From an optimization exercise on the open Yosys and OpenROAD flow, aimed at small area; shortcuts taken in it are not production practice.
In this exercise RTL edits were held to simulation tests only and were not proved equivalent to the original.
No activity file was given, so power comes from the tool's default toggle rates.

**design/flow/flow/run.sh**
```bash
#!/bin/bash
set -euo pipefail
CTS="-sink_clustering_enable -repair_clock_nets -dont_use_dummy_load -buf_list {sky130_fd_sc_hd__clkbuf_8} -sink_clustering_size 18 -sink_clustering_max_diameter 60"
bash standard.sh \
  "BUFFER_PORTS_ARGS=-buffer_cell sky130_fd_sc_hd__buf_1" \
  "CTS_ARGS=$CTS" \
  finish > flow_make.log 2>&1
```
**design/flow/constraint.sdc**
```tcl
create_clock -name core_clock -period 6.0 [get_ports {clk}]
set_input_delay 1.2000 -clock core_clock [delete_from_list [all_inputs] [get_ports {clk}]]
set_output_delay 1.2000 -clock core_clock [all_outputs]
set_load 0.01 [all_outputs]
```
**design/flow/standard.sh**
```bash
#!/bin/bash
# synth_recipe.tcl (not shown) runs the flow's synth.tcl, then flattens the netlist and writes it again
# the make line also repeats each setting of config.mk as NAME=value (left out here)
make -C /OpenROAD-flow-scripts/flow DESIGN_CONFIG=/design/flow/config.mk WORK_HOME=/design/flow/orfs CLKGATE_MAP_FILE= SYNTH_SCRIPT=/design/flow/synth_recipe.tcl "${@:-finish}"
```
**design/flow/design.v**
```verilog
package wb_regfile_pkg;
    localparam int          DW_DEFAULT = 32;
    localparam logic [5:0]  OP_RTYPE   = 6'b000000;
    localparam logic [5:0]  OP_JAL     = 6'b000011;
    localparam logic [4:0]  LINK_REG   = 5'd31;
endpackage
module wb_dest_sel
#(
    parameter int DW = wb_regfile_pkg::DW_DEFAULT
) (
    input  logic          i_valid,
    input  logic          i_regwrite,
    input  logic          i_memtoreg,
    input  logic          i_jump,
    input  logic [5:0]    i_opcode,
    input  logic [4:0]    i_rt,
    input  logic [4:0]    i_rd,
    input  logic [DW-1:0] i_result,
    input  logic [DW-1:0] i_read_data,
    output logic [4:0]    o_dest,
    output logic [DW-1:0] o_data,
    output logic          o_we
);
    always_comb begin
        o_dest = i_rt;
        o_data = i_memtoreg ? i_read_data : i_result;
        if (i_opcode == wb_regfile_pkg::OP_RTYPE) begin
            o_dest = i_rd;
        end else if (i_jump && (i_opcode == wb_regfile_pkg::OP_JAL)) begin
            o_dest = wb_regfile_pkg::LINK_REG;
            o_data = i_result;
        end
    end
    assign o_we = i_valid & i_regwrite & (o_dest != 5'd0);
endmodule
module wb_regfile
#(
    parameter int DW   = wb_regfile_pkg::DW_DEFAULT,
    parameter int NREG = 32
) (
    input  logic          clk,
    input  logic          rst,
    input  logic          valid_wb,
    input  logic          RegWriteo_wb,
    input  logic          MemtoRego_wb,
    input  logic          Jumpo_wb,
    input  logic [5:0]    opcodeo_wb,
    input  logic [4:0]    rto_wb,
    input  logic [4:0]    rdo_wb,
    input  logic [DW-1:0] resulto_wb,
    input  logic [DW-1:0] read_datao_wb,
    input  logic [4:0]    rs_addr_id,
    input  logic [4:0]    rt_addr_id,
    output logic [DW-1:0] rs_data_id,
    output logic [DW-1:0] rt_data_id,
    output logic          wb_we,
    output logic [4:0]    wb_dest,
    output logic [DW-1:0] wb_data,
    output logic [31:0]   retired_count
);
    logic [DW-1:0] r_regs [1:NREG-1];
    logic          r_wb_we;
    logic [4:0]    r_wb_dest;
    logic [DW-1:0] r_wb_data;
    logic [31:0]   r_retired_count;
    logic [4:0]    w_dest;
    logic          w_we;
    always_comb begin
        w_dest = rto_wb;
        if (opcodeo_wb == wb_regfile_pkg::OP_RTYPE) w_dest = rdo_wb;
        else if (Jumpo_wb && (opcodeo_wb == wb_regfile_pkg::OP_JAL)) w_dest = wb_regfile_pkg::LINK_REG;
    end
    assign w_we = valid_wb & RegWriteo_wb & (w_dest != 5'd0);
    logic          w_jal, w_rtype, w_take_mem, w_sel_mem, w_sel_res, w_vw;
    logic [DW-1:0] s_data;
    logic [4:0]    s_dest;
    logic          s_load;
    logic [NREG-1:1] w_wsel;
    logic [31:0]   w_cnt_d;
    assign w_rtype    = (opcodeo_wb == wb_regfile_pkg::OP_RTYPE);
    assign w_jal      = ~w_rtype & Jumpo_wb & (opcodeo_wb == wb_regfile_pkg::OP_JAL);
    assign w_take_mem = MemtoRego_wb & ~w_jal;
    assign w_sel_mem  = ~rst & w_take_mem;
    assign w_sel_res  = ~rst & ~w_take_mem;
    for (genvar b = 0; b < DW; b++) begin : g_wd
        wbr_ao22 u_mux (.a0(w_sel_mem), .b0(read_datao_wb[b]), .a1(w_sel_res), .b1(resulto_wb[b]),
                        .y(s_data[b]));
    end
    assign s_dest     = rst ? '0 : w_dest;
    assign s_load     = rst | w_we;
    assign w_vw       = valid_wb & RegWriteo_wb;
    wbr_wdec u_wdec (.i_a(w_dest), .i_en(w_vw), .i_rst(rst), .o_y(w_wsel));
    wbr_counter u_cnt (.i_q(r_retired_count), .i_inc(valid_wb), .i_rst(rst), .o_d(w_cnt_d));
    always_ff @(posedge clk) begin
        for (int i = 1; i < NREG; i++)
            if (w_wsel[i]) r_regs[i] <= s_data;
        if (s_load) begin
            r_wb_dest <= s_dest;
            r_wb_data <= s_data;
        end
        r_wb_we         <= w_we & ~rst;
        r_retired_count <= w_cnt_d;
    end
    logic [NREG-1:1] w_rs_sel, w_rt_sel;
    wbr_dec5 u_rs_dec (.i_a(rs_addr_id), .o_y(w_rs_sel));
    wbr_dec5 u_rt_dec (.i_a(rt_addr_id), .o_y(w_rt_sel));
    for (genvar b = 0; b < DW; b++) begin : g_rd
        logic [NREG-1:1] w_col;
        for (genvar i = 1; i < NREG; i++) begin : g_col
            assign w_col[i] = r_regs[i][b];
        end
        wbr_rdbit u_rs (.i_sel(w_rs_sel), .i_d(w_col), .o_y(rs_data_id[b]));
        wbr_rdbit u_rt (.i_sel(w_rt_sel), .i_d(w_col), .o_y(rt_data_id[b]));
    end
    assign wb_we         = r_wb_we;
    assign wb_dest       = r_wb_dest;
    assign wb_data       = r_wb_data;
    assign retired_count = r_retired_count;
endmodule
module wbr_rdbit (
    input  logic [31:1] i_sel,
    input  logic [31:1] i_d,
    output logic        o_y
);
    logic [10:0] w_t;
    for (genvar g = 0; g < 10; g++) begin : g_aoi
        wbr_aoi222 u_aoi (
            .a0(i_sel[3*g+1]), .b0(i_d[3*g+1]),
            .a1(i_sel[3*g+2]), .b1(i_d[3*g+2]),
            .a2(i_sel[3*g+3]), .b2(i_d[3*g+3]),
            .y(w_t[g])
        );
    end
    wbr_nand2 u_n31 (.a(i_sel[31]), .b(i_d[31]), .y(w_t[10]));
    logic [2:0] w_u;
    wbr_nand4 u_c0 (.a(w_t[0]), .b(w_t[1]), .c(w_t[2]), .d(w_t[3]), .y(w_u[0]));
    wbr_nand4 u_c1 (.a(w_t[4]), .b(w_t[5]), .c(w_t[6]), .d(w_t[7]), .y(w_u[1]));
    wbr_nand3 u_c2 (.a(w_t[8]), .b(w_t[9]), .c(w_t[10]), .y(w_u[2]));
    wbr_or3   u_o  (.a(w_u[0]), .b(w_u[1]), .c(w_u[2]), .y(o_y));
endmodule
module wbr_aoi222 (
    input  logic a0, b0, a1, b1, a2, b2,
    output logic y
);
    assign y = ~((a0 & b0) | (a1 & b1) | (a2 & b2));
endmodule
module wbr_nand2 (input logic a, b, output logic y);
    assign y = ~(a & b);
endmodule
module wbr_nand3 (input logic a, b, c, output logic y);
    assign y = ~(a & b & c);
endmodule
module wbr_nand4 (input logic a, b, c, d, output logic y);
    assign y = ~(a & b & c & d);
endmodule
module wbr_or3 (input logic a, b, c, output logic y);
    assign y = a | b | c;
endmodule
module wbr_dec5 (
    input  logic [4:0]  i_a,
    output logic [31:1] o_y
);
    logic [4:0] w_n;
    logic [3:0] w_lo_n;
    logic [7:0] w_hi_n;
    for (genvar k = 0; k < 5; k++) begin : g_inv
        wbr_inv u_inv (.a(i_a[k]), .y(w_n[k]));
    end
    for (genvar j = 0; j < 4; j++) begin : g_lo
        wbr_nand2 u_p (.a(j[0] ? i_a[0] : w_n[0]), .b(j[1] ? i_a[1] : w_n[1]), .y(w_lo_n[j]));
    end
    for (genvar k = 0; k < 8; k++) begin : g_hi
        wbr_nand3 u_p (.a(k[0] ? i_a[2] : w_n[2]), .b(k[1] ? i_a[3] : w_n[3]),
                       .c(k[2] ? i_a[4] : w_n[4]), .y(w_hi_n[k]));
    end
    for (genvar i = 1; i < 32; i++) begin : g_out
        wbr_nor2 u_o (.a(w_lo_n[i % 4]), .b(w_hi_n[i / 4]), .y(o_y[i]));
    end
endmodule
module wbr_wdec (
    input  logic [4:0]  i_a,
    input  logic        i_en,
    input  logic        i_rst,
    output logic [31:1] o_y
);
    logic [4:0] w_n;
    logic [3:0] w_lo_n;
    logic [7:0] w_hi_n;
    for (genvar k = 0; k < 5; k++) begin : g_inv
        wbr_inv u_inv (.a(i_a[k]), .y(w_n[k]));
    end
    for (genvar j = 0; j < 4; j++) begin : g_lo
        wbr_aoi31 u_p (.a0(i_en), .a1(j[0] ? i_a[0] : w_n[0]), .a2(j[1] ? i_a[1] : w_n[1]),
                       .b(i_rst), .y(w_lo_n[j]));
    end
    for (genvar k = 0; k < 8; k++) begin : g_hi
        wbr_aoi31 u_p (.a0(k[0] ? i_a[2] : w_n[2]), .a1(k[1] ? i_a[3] : w_n[3]),
                       .a2(k[2] ? i_a[4] : w_n[4]), .b(i_rst), .y(w_hi_n[k]));
    end
    for (genvar i = 1; i < 32; i++) begin : g_out
        wbr_nor2 u_o (.a(w_lo_n[i % 4]), .b(w_hi_n[i / 4]), .y(o_y[i]));
    end
endmodule
module wbr_counter (
    input  logic [31:0] i_q,
    input  logic        i_inc,
    input  logic        i_rst,
    output logic [31:0] o_d
);
    logic [3:0]  w_all;
    logic [4:0]  w_pre;
    logic [32:0] w_c;
    for (genvar k = 0; k < 4; k++) begin : g_blk
        assign w_all[k] = &i_q[8*k +: 8];
    end
    assign w_pre[0] = 1'b1;
    for (genvar k = 0; k < 4; k++) begin : g_pre
        assign w_pre[k+1] = w_pre[k] & w_all[k];
    end
    for (genvar i = 0; i < 32; i++) begin : g_bit
        logic w_ci;
        if (i % 8 == 0) begin : g_first
            assign w_ci = i_inc & w_pre[i/8];
        end else begin : g_rest
            assign w_ci = w_c[i];
        end
        assign o_d[i]   = ~i_rst & (i_q[i] ^ w_ci);
        assign w_c[i+1] = i_q[i] & w_ci;
    end
    assign w_c[0] = 1'b0;
endmodule
module wbr_inv (input logic a, output logic y);
    assign y = ~a;
endmodule
module wbr_nor2 (input logic a, b, output logic y);
    assign y = ~(a | b);
endmodule
module wbr_aoi31 (input logic a0, a1, a2, b, output logic y);
    assign y = ~((a0 & a1 & a2) | b);
endmodule
module wbr_ao22 (input logic a0, b0, a1, b1, output logic y);
    assign y = (a0 & b0) | (a1 & b1);
endmodule
```
**design/flow/config.mk**
```make
export PLATFORM = sky130hd
export DESIGN_NAME = wb_regfile
export DESIGN_NICKNAME = wb_regfile
export VERILOG_FILES = /design/flow/design.v
export SDC_FILE = /design/flow/constraint.sdc
export NUM_CORES = 4
export LEC_CHECK = 0
export CAP_MARGIN = 20
export CORE_MARGIN = 2
export CORE_UTILIZATION = 58
export PLACE_DENSITY = 0.8
export SLEW_MARGIN = 20
export SYNTH_HIERARCHICAL = 1
```
==> reports/metrics.cfg, run 1 <==
[power]
irDropWorstVdd_mv=0.1942
p_leak_nw=14.03
p_total_w=0.01412
power_density_nw_per_um2=307.1

[sta]
fmax_mhz=198.0
setup_tns_ns=0
fin_worst_skew_ns=0.04501
setup_ws_ns=0.9507
finalSetupViolations=0
drv_slew=0
finalCritPeriodShare_pct=84.15
slew_headroom_pct=24.81
worstMarginPinSlew_ns=1.124
rsz0062_at_grt=no
period_needed_ns=5.049
hold_violations=0

[clock_network]
cts-htree-levels=3
cts_buffers=74
postCtsSetupBuffers=0
clock_latency_ns=0.69
path_clk_slew_ns=0.10
cts_buffer_depth=3
cts_resized=0
cts_tree=yes
holdBufCountCts=0
cts_root_buf=clkbuf_8
cts.sinks=1062

[cells_and_area]
area.growth.synth_to_final_pct=10.67
fin_nets=2870
layout.cells.non_filler=3698
drive_above_1_share_pct=11.37
fillCellCount=4819
final_util_pct=64.53

[placed_design]
dp_slack_ns=0.9565
placedCellCount=3618
gp_congestion=0.9643
dpl.hpwl_um=80590
place.port_buffers=229

[global_route]
grt_start_max_net_pins=55
antenna_found_initial=4
grt_pass1_vias=29740
grt-ovfl-total=0
grt_pass1_wl_um=198700
groute.usage.overall_pct=36.85

[critical_path]
end_kind=primary output
startpoint_type=primary input
cpMostUsedCell=buf_1
worstPathCellList=buf_1 -> inv_1 -> nand2_1 -> nor2_2 -> buf_4 -> a222oi_1 -> nand4_1 -> or3_1 -> buf_1
critPathKind=in2out
crit_arrival_ns=3.85
cpMaxStageDelayCell=or3_1
crit_family=simple AND/OR/NAND/NOR gates
cp_max_fo=32
max_stage_delay_ns=0.63
crit_buf_inv=4
required_ns=4.80

[synth]
synth_edf_count=1029
synth_fp_nets=2450
yosys_warnings=8
ys_ff_latch=1062
syn_inst=2326
yosysMostFrequentCell=edfxtp_1
async_reset_ff_share_pct=0
avgSynthCellArea_um2=17.86
ys_top_cells_by_count=edfxtp_1 (1,029), a222oi_1 (640), nand4_1 (133), nor2_1 (106), nand3_1 (82)
synth_cell_types=33
yosysTopAreaCell=edfxtp_1
synth_area_leaders=edfxtp_1 (74%), a222oi_1 (15%), nand4_1 (2.0%)
synth_seq_area_share_pct=75.97
netlist_area_um2=41540
synth_top_area_share_pct=74.38
synthFlopType=edfxtp_1

[flow_run]
maxCapViolCount=0

[floorplanning]
die_height_um=271.6
die_area_um2=73780
initial_core_util_pct=58.31
chipWidth_um=271.6
core_area_um2=71240
num_io_pins=230
num_rows=98

[detailed_routing]
routed_wl_um=140200
firstDrtPassIters=14
route.vias.total=31060
viasPerCell=8.398
wl_per_cell_um=37.92
ant_nets=0
drt_first_iter_violations=8827
route.detailed.drc=0

[outcome]
status=complete, no violations

[worst_hold_path]
min_path_type=reg2reg

-- registers in the layout, summed over array words and instances, names as in the netlist --
signal	cells
r_wb_dest	5
r_retired_count	32
r_regs	992
r_wb_data	32
r_wb_we	1
-- worst reg2reg max path, cell delays in order, from the launching register on --
cell and delay, ns:
dfxtp_1 0.36, nand4_1 0.15, nor3_2 0.07, and3_1 0.16, ha_1 0.21, ha_1 0.20
ha_1 0.20, ha_1 0.20, ha_1 0.20, ha_1 0.20, ha_1 0.22, xnor2_1 0.15
nor2_1 0.05
-- logic make-up after synthesis --
logic type / count (synthesis) / synth area share (%)
fa+ha+maj: 28 / 0.8434
buf+inv: 22 / 0.2108
simple gates: 516 / 6.440
flops: 1062 / 75.97
compound gates: 694 / 16.45
xor+xnor: 4 / 0.08433
-- placed cells by master, fill, tap and decap left out, types with 5 or more instances in the layout --
master,instances
dfxtp_1,33
edfxtp_1,1029
nor2_4,33
nor2b_1,29
nand4_1,133
nand2_1,75
inv_1,16
or3_1,64
buf_1,228
a31oi_1,8
nor4_1,5
a22o_1,21
ha_1,28
nor2_1,12
a222oi_1,640
nor2_2,61
nand3_1,82
nor3_1,9
a22o_2,11
nand2b_1,5
clkbuf_8,74
buf_4,119
-- power breakdown --
part           internal (W)  switching [W]
sequential          0.00902       0.000379
combinational      0.000367        0.00112
clock               0.00111        0.00212
-- modules after synthesis (local to each module, per instance), a selection --
module / flops+latches / copies in the design
wbr_aoi222: 0 / 640
wbr_nand4: 0 / 128
wbr_counter: 0 / 1
wbr_ao22: 0 / 32
wbr_aoi31: 0 / 12
wbr_nand2: 0 / 72
wbr_inv: 0 / 15
-- path summary, 6_finish.rpt --
| path | from | end | slack [ns] | cells past startpoint |
|---|---|---|---|---|
| worst max-delay path | rt_addr_id[1] | rt_data_id[0] | 0.95 | 9 |
| worst min-delay path | r_retired_count[31] | r_retired_count[31] | 0.54 | 2 |
| worst max register to register | r_retired_count[2] | r_retired_count[31] | 3.50 | 12 |
| worst min register to register | r_retired_count[31] | r_retired_count[31] | 0.54 | 2 |
-- final cells by class --
type | instances | area, µm² | area share [%]
diodes | 4 | 10.01 | 0.02177
repair buffers | 350 | 1774 | 3.859
well taps | 950 | 1189 | 2.586
multi-input cells | 1242 | 10360 | 22.54
clock buffers | 74 | 1018 | 2.215
flip-flops and latches | 1062 | 31560 | 68.65
inverters | 16 | 60.06 | 0.1306
-- layer usage --
| metal | GRT usage, % | up-vias | part of all wire [%] | wire length (µm) |
|---|---|---|---|---|
| li1 | - | 11990 | - | - |
| met1 | 48.61 | 14710 | 31 | 42830 |
| met2 | 54.73 | 3661 | 43 | 60910 |
| met3 | 11.24 | 689 | 19 | 26340 |
| met4 | 21.23 | 4 | 7.2 | 10130 |
| met5 | 0.06418 | - | 0.017 | 24 |
-- per-stage QoR --
step                      instance area [µm²]  hold slack (ns)
final                                   45970           0.5413
after global routing                    45960           0.5719
after CTS                               45920           0.5357
after detailed placement                44910           0.5032
after global placement                  44910           0.4953
after floorplan                         41540           0.5378
==> run 2, diff against run 1 <==
--- a/design/flow/config.mk
+++ b/design/flow/config.mk
@@ -9,4 +9,4 @@
 export CORE_MARGIN = 2
-export CORE_UTILIZATION = 58
-export PLACE_DENSITY = 0.8
+export CORE_UTILIZATION = 62
+export PLACE_DENSITY = 0.85
 export SLEW_MARGIN = 20
==> reports/metrics.cfg, run 2 <==
[outcome]
status=complete, no violations  ; unchanged

[synth]
async_reset_ff_share_pct=0  ; unchanged
synth_edf_count=1029  ; unchanged
yosysTopAreaCell=edfxtp_1  ; unchanged
synth_fp_nets=2450  ; unchanged
synth_cell_types=33  ; unchanged
netlist_area_um2=41540  ; unchanged
ys_top_cells_by_count=edfxtp_1 (1,029), a222oi_1 (640), nand4_1 (133), nor2_1 (106), nand3_1 (82)  ; unchanged
synth_area_leaders=edfxtp_1 (74%), a222oi_1 (15%), nand4_1 (2.0%)  ; unchanged
syn_inst=2326  ; unchanged
yosys_warnings=8  ; unchanged
synth_top_area_share_pct=74.38  ; unchanged
synth_seq_area_share_pct=75.97  ; unchanged
avgSynthCellArea_um2=17.86  ; unchanged
ys_ff_latch=1062  ; unchanged
yosysMostFrequentCell=edfxtp_1  ; unchanged
synthFlopType=edfxtp_1  ; unchanged

[critical_path]
max_stage_delay_ns=0.59  ; was 0.63 ns
crit_arrival_ns=3.82  ; was 3.85 ns
cpMaxStageDelayCell=or3_1  ; unchanged
cpMostUsedCell=buf_1  ; unchanged
crit_family=simple AND/OR/NAND/NOR gates  ; unchanged
required_ns=4.80  ; about the same
crit_buf_inv=4  ; unchanged
end_kind=primary output  ; unchanged
cp_max_fo=32  ; unchanged
startpoint_type=primary input  ; unchanged
critPathKind=in2out  ; unchanged
worstPathCellList=buf_1 -> inv_1 -> nand3_1 -> nor2_2 -> buf_4 -> a222oi_1 -> nand4_1 -> or3_1 -> buf_1  ; was buf_1 -> inv_1 -> nand2_1 -> nor2_2 -> buf_4 -> a222oi_1 -> nand4_1 -> or3_1 -> buf_1

[flow_run]
maxCapViolCount=0  ; unchanged

[floorplanning]
chipWidth_um=262.8  ; was 271.6 µm
initial_core_util_pct=62.85  ; was 58.31%
die_height_um=262.8  ; was 271.6 µm
core_area_um2=66100  ; was 71,240 µm²
num_rows=94  ; was 98
num_io_pins=230  ; unchanged
die_area_um2=69090  ; was 73,780 µm²

[sta]
rsz0062_at_grt=no  ; unchanged
slew_headroom_pct=21.49  ; was 24.81%
setup_tns_ns=0  ; unchanged
worstMarginPinSlew_ns=1.178  ; was 1.124 ns
hold_violations=0  ; unchanged
drv_slew=0  ; unchanged
finalSetupViolations=0  ; unchanged
fin_worst_skew_ns=0.01818  ; was 0.04501 ns
finalCritPeriodShare_pct=83.73  ; was 84.15%
fmax_mhz=199.1  ; was 198.0 MHz
timing.hold.ws_ns=0.5592  ; was 0.5413 ns
period_needed_ns=5.024  ; was 5.049 ns

[global_route]
grt-ovfl-total=0  ; unchanged
antenna_found_initial=6  ; was 4
grt_pass1_vias=30750  ; was 29,740
grt_pass1_wl_um=199900  ; was 198,700 µm
use_met1_pct=49.54  ; was 48.61%
groute.usage.overall_pct=39.73  ; was 36.85%
grt_use_met3_pct=14.01  ; was 11.24%
met2_usage_pct=59.57  ; was 54.73%
busiest_layer=met2  ; unchanged
grt_start_max_net_pins=53  ; was 55

[clock_network]
postCtsSetupBuffers=0  ; unchanged
path_clk_slew_ns=0.08  ; was 0.10 ns
holdBufCountCts=0  ; unchanged
cts_tree=yes  ; unchanged
cts-htree-levels=3  ; unchanged
cts_root_buf=clkbuf_8  ; unchanged
clock_latency_ns=0.71  ; was 0.69 ns
cts_buffer_depth=3  ; unchanged
cts_resized=0  ; unchanged
cts.sinks=1062  ; unchanged
cts_buffers=71  ; was 74

[detailed_routing]
viasPerCell=8.763  ; was 8.398
route.detailed.drc=0  ; unchanged
route.vias.total=31480  ; was 31,060
wl_per_cell_um=39.43  ; was 37.92 µm
ant_nets=0  ; unchanged
firstDrtPassIters=17  ; was 14
routed_wl_um=141700  ; was 140,200 µm
drt_first_iter_violations=9555  ; was 8,827

[power]
p_leak_nw=13.94  ; was 14.03 nW
irDropWorstVdd_mv=0.2408  ; was 0.1942 mV
power_density_nw_per_um2=308.2  ; was 307.1 nW/µm²

[worst_hold_path]
min_path_type=reg2reg  ; unchanged

[cells_and_area]
mostFrequentLayoutCells=edfxtp_1 (1,029), a222oi_1 (640), buf_1 (228)  ; unchanged
area.growth.synth_to_final_pct=10.12  ; was 10.67%
layout_commonest_cell=edfxtp_1  ; unchanged
regMostFlops=r_regs  ; unchanged
reg_top3=r_regs: 992 flops, r_retired_count: 32 flops, r_wb_data: 32 flops  ; unchanged
drive_above_1_share_pct=11.04  ; was 11.37%
fillCellCount=4144  ; was 4,819
fin_nets=2852  ; was 2,870
largest_reg_flops=992  ; unchanged

[placed_design]
dpl.hpwl_um=79710  ; was 80,590 µm
gp_congestion=0.9437  ; was 0.9643
place.port_buffers=229  ; unchanged

-- run 2: final cells by class --
cell class	count	area, µm²	share of cell area [%]
tap	864	1081	2.363
antenna	3	7.507	0.01641
inverter	16	60.06	0.1313
multi-input combinational	1242	10390	22.71
sequential	1062	31560	68.99
timing repair buffer	335	1672	3.654
clock buffer	71	977.2	2.136
-- run 2: final timing paths --
path	from	to	slack, ns	cells after the start
max	rs_addr_id[4]	rs_data_id[31]	0.98	9
min	r_retired_count[31]	r_retired_count[31]	0.56	2
max reg2reg	r_retired_count[1]	r_retired_count[22]	3.50	11
min reg2reg	r_retired_count[31]	r_retired_count[31]	0.56	2
-- run 2: stage by stage --
| step | utilization (%) | setup WS, ns | cells | power [W] | instance area [µm²] |
|---|---|---|---|---|---|
| 2_1_floorplan | - | 1.263 | 2326 | 0.01011 | 41540 |
| 3_5_place_dp | 67.61 | 1.125 | 3517 | 0.01095 | 44690 |
| 6_report | 69.21 | 0.9764 | 3593 | 0.01410 | 45750 |
| 4_1_cts | 69.09 | 1.110 | 3588 | 0.01397 | 45670 |
| 3_3_place_gp | 67.60 | 0.9732 | 3517 | 0.01082 | 44690 |
| 5_1_grt | 69.20 | 0.9207 | 3591 | 0.01439 | 45740 |
-- run 2: per-module statistics from Yosys, one instance, submodules excluded, a selection --
module | cells inside | cell area [µm²] | copies in the design
wb_regfile | 1110 | 31840 | 1
wbr_counter | 80 | 666.9 | 1
wbr_aoi222 | 1 | 10.01 | 640
wbr_ao22 | 1 | 8.758 | 32
wbr_aoi31 | 1 | 6.256 | 12
wbr_nand4 | 1 | 6.256 | 128
wbr_or3 | 1 | 6.256 | 64
wbr_nand3 | 1 | 5.005 | 80
wbr_inv | 1 | 3.754 | 15
wbr_nand2 | 1 | 3.754 | 72
wbr_nor2 | 1 | 3.754 | 93
-- run 2: cells by family (layout without fill, tap and decap cells) --
logic type      count (synthesis)  count (layout)  synth area share [%]
flops                        1062            1062                 75.97
compound gates                694             694                 16.45
simple gates                  516             516                 6.440
fa+ha+maj                      28              28                0.8434
buf+inv                        22             422                0.2108
xor+xnor                        4               4               0.08433
other cells                     0               3                     0
-- run 2: layer usage --
layer,up-vias,routed length [µm]
li1,11940,-
met1,14670,40220
met2,3964,61170
met3,898,27930
met4,4,12320
met5,-,32
-- run 2: tightest hold or removal path: cells and delay by family (launching register included) --
family | cells | cell delay [ns]
DFF | 1 | 0.34
and+or+nand+nor | 1 | 0.04
xor gates and xnor gates | 1 | 0.14
-- run 2: power by group --
part	total, W	leakage (nW)	switching, W	internal, W
registers	0.00941	9.43	0.000388	0.00902
clock network	0.00320	0.510	0.00213	0.00107
logic	0.00149	4.00	0.00113	0.000361
total	0.0141	13.9	0.00365	0.0104

==> separate check: timing with driven ports <==
How much do the figures lean on ideal ports? The routed layouts below were timed once more, with nothing changed but the port constraints. Step 1 (the two cells are an assumption about what drives the block):
set clk [get_ports {clk}]
set_driving_cell -lib_cell sky130_fd_sc_hd__clkbuf_16 $clk
set_driving_cell -lib_cell sky130_fd_sc_hd__buf_2 [delete_from_list [all_inputs] $clk]
Step 2 times the ports against the registers' clock, not the clock port: input delays grow and output delays shrink by t, the midpoint of the rising clock arrivals with the driver on. a / b / c = no drivers / after step 1 / after step 2; a / b = the first two.
| run | t, ns | slack for setup (ns) | worst setup path at the end | clock arrival spread, ns |
|---|---|---|---|---|
| run 1 | 0.743 | 0.951 / 0.924 / 0.767 | input to register | 0.072 / 0.072 |
| run 2 | 0.764 | 0.976 / 0.952 / 0.952 | input to output | 0.079 / 0.079 |
After both steps setup and hold are still met in every run listed. The setup slack of run 1, which loses most, moves by -0.027 ns with the drivers and by -0.184 ns with both steps.
